This design comes from an exercise in tuning for a short achievable clock period and few clock cycles on the open sky130 flow, not from production work. Function was checked by simulation only, so behaviour that the tests miss may differ from the original. Power and IR drop assume default switching activity.

Design line_i_cache, start of the top module:
module line_i_cache #(
    parameter int data_width  = 32,
    parameter int addr_width  = 32,
    parameter int entries     = 16,
    parameter int line_words  = 4,
    parameter int count_width = 32
) (
    input  logic                   clock,
    input  logic                   reset_n,
    input  logic                   flush,
    input  logic                   ir_addr_valid,
    output logic                   ir_addr_ready,
    input  logic [addr_width-1:0]  ir_addr,
    output logic                   ir_data_valid,
    input  logic                   ir_data_ready,
    output logic [data_width-1:0]  ir_data,
    output logic                   bus_ir_addr_valid,
    input  logic                   bus_ir_addr_ready,
    output logic [addr_width-1:0]  bus_ir_addr,
    input  logic                   bus_ir_data_valid,
    output logic                   bus_ir_data_ready,
    input  logic [data_width-1:0]  bus_ir_data,
    output logic [count_width-1:0] hit_count,
    output logic [count_width-1:0] miss_count
);
For scale: roughly 10000 cells after synthesis, ~4600 flip-flops, roughly 200 I/O pins, roughly 160000 um2 of cells after synthesis.
Settings: LEC_CHECK=0, ABC_CLOCK_PERIOD_IN_PS=1800, CAP_MARGIN=20, CORE_MARGIN=2, CORE_UTILIZATION=55, CTS_CLUSTER_DIAMETER=100, CTS_CLUSTER_SIZE=24, PLACE_DENSITY=0.65, SETUP_SLACK_MARGIN=4.2, SLEW_MARGIN=20, TNS_END_PERCENT=10; clock period 6.0 ns.
run.sh (not shown) runs the stock make flow with config.mk's settings and CLKGATE_MAP_FILE= SYNTH_SCRIPT=/design/flow/synth_recipe.tcl, a recipe that flattens the netlist after the stock synthesis.
Testbench counts at the start, summed over its fixed seeds: cycles 16,115.
Then changed:
--- a/flow/design.v
+++ b/flow/design.v
@@ -19,25 +19,25 @@
     output logic [addr_width-1:0]  bus_ir_addr,
     input  logic                   bus_ir_data_valid,
     output logic                   bus_ir_data_ready,
     input  logic [data_width-1:0]  bus_ir_data,
     output logic [count_width-1:0] hit_count,
     output logic [count_width-1:0] miss_count
 );
     localparam int OFF_W  = $clog2(line_words);
     localparam int IDX_W  = $clog2(entries);
     localparam int SLOT_W = IDX_W + OFF_W;
     localparam int NSLOT  = entries * line_words;
     localparam int TAG_W  = addr_width - SLOT_W;
-    localparam int QD     = 10;               
+    localparam int QD     = 12;               
     localparam int RD     = 16;               
     localparam int RW     = $clog2(RD);
     localparam int SEQ_W  = RW + OFF_W;
     localparam int NGRP   = 4;                
     localparam int GSZ    = NSLOT / NGRP;
     logic                  rdy_q;
     logic                  nrdy_i;            
     logic                  a_v, a_fl;
     logic [addr_width-1:0] a_addr;
     logic [NSLOT-1:0]      a_soh;             
     logic [entries-1:0]    a_loh;             
     logic                  acc;
@@ -256,103 +256,98 @@
     assign head_dv = |(q_head & q_dv);
     always_comb begin
         head_data = '0;
         for (int i = 0; i < QD; i++)
             head_data = head_data | (q_data[i] & {data_width{q_head[i]}});
     end
     assign pop = head_ok && (nout_v || ir_data_ready);
     assign ir_data_valid = out_v;
     assign ir_data       = out_d;
     logic out_v_nx;
     assign out_v_nx = pop || (!nout_v && !ir_data_ready);
     always_ff @(posedge clock or negedge reset_n) begin
-        if (!reset_n) begin
-            out_v  <= 1'b0;
-            nout_v <= 1'b1;
-        end else begin
-            out_v  <= out_v_nx;
-            nout_v <= !out_v_nx;
-        end
+        if (!reset_n) nout_v <= 1'b1;
+        else          nout_v <= !out_v_nx;
     end
+    always_ff @(posedge clock) out_v <= out_v_nx;
     always_ff @(posedge clock or negedge reset_n) begin
         if (!reset_n) begin
             q_head <= {{(QD-1){1'b0}}, 1'b1};
             q_tail <= {{(QD-1){1'b0}}, 1'b1};
             q_occ  <= '0;
         end else begin
             if (pop)  q_head <= {q_head[QD-2:0], q_head[QD-1]};
             if (c_v)  q_tail <= {q_tail[QD-2:0], q_tail[QD-1]};
             q_occ <= (q_occ & ~(pop ? q_head : '0)) | (c_v ? q_tail : '0);
         end
     end
     logic [data_width-1:0] out_h, out_nx;
     assign out_nx = head_dv ? head_data : bd_d;
-    always_ff @(posedge clock) begin
-        if (pop) out_h <= out_nx;
-    end
     always_ff @(posedge clock or negedge reset_n) begin
-        if (!reset_n) out_d <= '0;
-        else          out_d <= pop ? out_nx : out_h;
+        if (!reset_n) out_h <= '0;
+        else if (pop) out_h <= out_nx;
+    end
+    always_ff @(posedge clock) begin
+        out_d <= pop ? out_nx : out_h;
     end
     logic                  bav;
     logic                  nbav;              
     logic [addr_width-1:0] bad;
     logic                  have, adv;
     logic [addr_width-1:0] iss_a, ret_a;
     always_comb begin
         iss_a = '0;
         ret_a = '0;
         for (int r = 0; r < RD; r++) begin
             iss_a = iss_a | (rf[r] & {addr_width{iss_oh[r]}});
             ret_a = ret_a | (rf[r] & {addr_width{ret_oh[r]}});
         end
     end
     logic [RW-1:0] iss_rid_nx, alloc_rid_nx;
     assign alloc_rid_nx = alloc_rid + {{(RW-1){1'b0}}, miss};
     assign iss_rid_nx   = iss_rid + {{(RW-1){1'b0}},
                                      adv && have && iss_pos == OFF_W'(line_words - 1)};
     always_ff @(posedge clock or negedge reset_n) begin
         if (!reset_n) have <= 1'b0;
         else          have <= (iss_rid_nx != alloc_rid_nx);
     end
     assign adv   = nbav || bus_ir_addr_ready;
     assign bus_ir_addr_valid = bav;
+    always_ff @(posedge clock) bav <= adv ? have : !nbav;
     assign bus_ir_addr       = bad;
     always_ff @(posedge clock or negedge reset_n) begin
         if (!reset_n) begin
-            bav     <= 1'b0;
             nbav    <= 1'b1;
             iss_rid <= '0;
             iss_oh  <= {{(RD-1){1'b0}}, 1'b1};
             iss_pos <= '0;
         end else if (adv) begin
-            bav  <= have;
             nbav <= !have;
             if (have) begin
                 iss_pos <= iss_pos + 1'b1;
                 if (iss_pos == OFF_W'(line_words - 1)) begin
                     iss_rid <= iss_rid + 1'b1;
                     iss_oh  <= {iss_oh[RD-2:0], iss_oh[RD-1]};
                 end
             end
         end
     end
     logic [addr_width-1:0] bad_h, bad_nx;
     assign bad_nx = {iss_a[addr_width-1:OFF_W], iss_a[OFF_W-1:0] + iss_pos};
-    always_ff @(posedge clock) begin
-        if (adv && have) bad_h <= bad_nx;
-    end
     always_ff @(posedge clock or negedge reset_n) begin
-        if (!reset_n) bad <= '0;
-        else          bad <= (adv && have) ? bad_nx : bad_h;
+        if (!reset_n)         bad_h <= '0;
+        else if (adv && have) bad_h <= bad_nx;
+    end
+    always_ff @(posedge clock) begin
+        bad <= (adv && have) ? bad_nx : bad_h;
     end
     logic [OFF_W-1:0] ret_w;
     assign ret_w = ret_a[OFF_W-1:0] + ret_pos;
     assign bus_ir_data_ready = 1'b1;
     always_ff @(posedge clock or negedge reset_n) begin
         if (!reset_n) wr_v <= 1'b0;
         else          wr_v <= bd_v && bd_latest && !(miss && |(b_loh & bd_loh));
     end
     always_ff @(posedge clock) begin
         wr_slot <= bd_slot;
         wr_soh  <= bd_soh;
     end
What happened: Worst setup slack gains 0.090 ns. Count of clock-buffer cells in the layout climbs by 2. Global-route usage drops by 0.29 points. Wire length climbs by 3.8%. Critical path depth does not change. First-iteration DRC count climbs by 5.3%. Area after synthesis climbs by 2.4%. Sequential share of layout area drops by 0.80 points. Sequential power climbs by about 2%. Fmax climbs by 3.4%.
Testbench counts after the change, summed over its fixed seeds: cycles 16,096.

-- separate check: timing with driven ports --
In the flow no input, the clock included, has a driving cell. The finished layouts below were timed again as built, in two steps.
Step 1 (the two cells are an assumption about what drives the block):
set clk [get_ports {clock}]
set_driving_cell -lib_cell sky130_fd_sc_hd__clkbuf_16 $clk
set_driving_cell -lib_cell sky130_fd_sc_hd__buf_2 [delete_from_list [all_inputs] $clk]
Step 2 moves the port delays by t, midway between the first and last clock arrival at a register: inputs arrive t later, outputs are due t later. That takes back most of the time a late clock gives input paths.
Slacks: ideal / step 1 / step 2; pairs: ideal / step 1.
run	t, ns	slack for setup (ns)	latest minus earliest clock arrival (ns)
the first run	1.046	3.226 / 3.122 / 2.680	0.052 / 0.051
the second run	1.049	3.316 / 3.211 / 3.028	0.069 / 0.070
After both steps setup and hold are still met in every run listed. The setup slack of the first run, which loses most, moves by -0.104 ns with the drivers and by -0.546 ns with both steps.
